From an optimization exercise on the open Yosys and OpenROAD flow, aimed at small area, a short achievable clock period and few clock cycles; shortcuts taken in it are not production practice.
Function was checked by simulation only, so behaviour that the tests miss may differ from the original.
No activity file was given, so power comes from the tool's default toggle rates.

==> flow/design.v (excerpt) <==
module idex_unit (
    input  logic                     clk_i,
    input  logic                     rst_n_i,
    input  logic                     req_i,
    input  idex_ctrl_pkg::word_t     inst_i,
    input  idex_ctrl_pkg::word_t     pc_i,
    input  idex_ctrl_pkg::word_t     rs1_data_i,
    input  idex_ctrl_pkg::word_t     rs2_data_i,
    output idex_ctrl_pkg::reg_addr_t rs1_addr_o,
    output idex_ctrl_pkg::reg_addr_t rs2_addr_o,
    output logic                     ack_o,
    output logic                     rd_we_o,
    output idex_ctrl_pkg::reg_addr_t rd_addr_o,
    output idex_ctrl_pkg::word_t     rd_data_o,
    output idex_ctrl_pkg::word_t     pc_next_o,
    output logic                     inst_err_o
);
Size: roughly 1700 cells after synthesis.
export LEC_CHECK = 0
export ABC_AREA = 1
export CAP_MARGIN = 20
export CORE_MARGIN = 2
export CORE_UTILIZATION = 40
export SETUP_SLACK_MARGIN = 0.9
export SLEW_MARGIN = 20
create_clock -name core_clock -period 6.5 [get_ports {clk_i}]
standard.sh (not shown) runs the stock make flow with config.mk's settings and CLKGATE_MAP_FILE= SYNTH_SCRIPT=/design/flow/synth_recipe.tcl, a recipe that flattens the netlist after the stock synthesis.
==> flow/flow/run.sh <==
#!/bin/bash
# Own layout flow: the standard ORFS flow (standard.sh) with two changes:
#  - synthesis leaves adders to ABC (ADDER_MAP_FILE empty: no full/half
#    adder cells are extracted before technology mapping);
#  - the port buffers are plain buf_1 cells instead of the delay cells that
#    buffer_ports picks by default. Each port still gets its own buffer.
set -euo pipefail
bash standard.sh "ADDER_MAP_FILE=" \
    "BUFFER_PORTS_ARGS=-buffer_cell sky130_fd_sc_hd__buf_1" finish > orfs_make.log 2>&1
Testbench counts at the start, summed over its fixed seeds: cycles 6,400.
Rerun with:
CORE_UTILIZATION = 30   (was 40)
SETUP_SLACK_MARGIN = unset   (was 0.9)
=> The new run went through all stages and came out clean; total power shrinks by 8.5%; routed wire length grows by 1.2%; worst setup slack gets worse by 530 ps; area after synthesis is unchanged; worst hold slack barely changes; flip-flop and latch count does not change; cell count grows by 3.4%; via count shrinks by 1.9%; synthesized cell count stays the same; design area shrinks by 7.3%; sequential share of layout area is unchanged.
Rerun with:
CORE_UTILIZATION = 40   (was 30)
SETUP_SLACK_MARGIN = 0.5   (was unset)
After rerunning: The new run ran to the end with no violations. Clock-buffer cell count is unchanged. Setup slack is better by 230 ps. Core utilization increases by 12 points. Fmax increases by a few percent. Wire length decreases by a few percent. Worst hold slack barely changes. Non-clock buffer count increases by 2. Global-route usage increases by 8.2 points. Via count is about the same. Die area decreases by a quarter to a third. Total power decreases slightly.


08-26:
Starting RTL as in the previous note.
==> flow/config.mk <==
export PLATFORM = sky130hd
export DESIGN_NAME = idex_unit
export DESIGN_NICKNAME = idex_unit
export VERILOG_FILES = /design/flow/design.v
export SDC_FILE = /design/flow/constraint.sdc
export NUM_CORES = 4
export LEC_CHECK = 0
export ABC_AREA = 1
export CAP_MARGIN = 20
export CORE_MARGIN = 2
export CORE_UTILIZATION = 40
export SETUP_SLACK_MARGIN = 0.7
export SLEW_MARGIN = 20
==> flow/constraint.sdc <==
create_clock -name core_clock -period 6.5 [get_ports {clk_i}]
set_input_delay 1.3000 -clock core_clock [delete_from_list [all_inputs] [get_ports {clk_i}]]
set_output_delay 1.3000 -clock core_clock [all_outputs]
set_load 0.01 [all_outputs]
Scripts as last shown in full above: flow/flow/run.sh
08-26 went all the way through synthesis, placement and routing and the layout is clean on timing, DRC and antenna.
Testbench counts of 08-26, summed over its fixed seeds: cycles 6,400.
Changes in 11-07 relative to 08-26:
Settings: SETUP_SLACK_MARGIN no longer set, was 0.7; CORE_UTILIZATION now 48, was 40.
[summary]
For via count, 08-26 and 11-07 come out practically identical.
From 08-26 to 11-07 the numbers moved as follows: half-perimeter wire length after detailed placement fell by 2900 um; number of cells upsized or downsized after cts fell by 11.
Relative to 08-26, the inverter count of the layout excluding clock inverters measured on 11-07 has decreased slightly.
08-26 ended up with rd_data_o[30] as its end of the critical path; 11-07 ended up with pc_next_o[3].
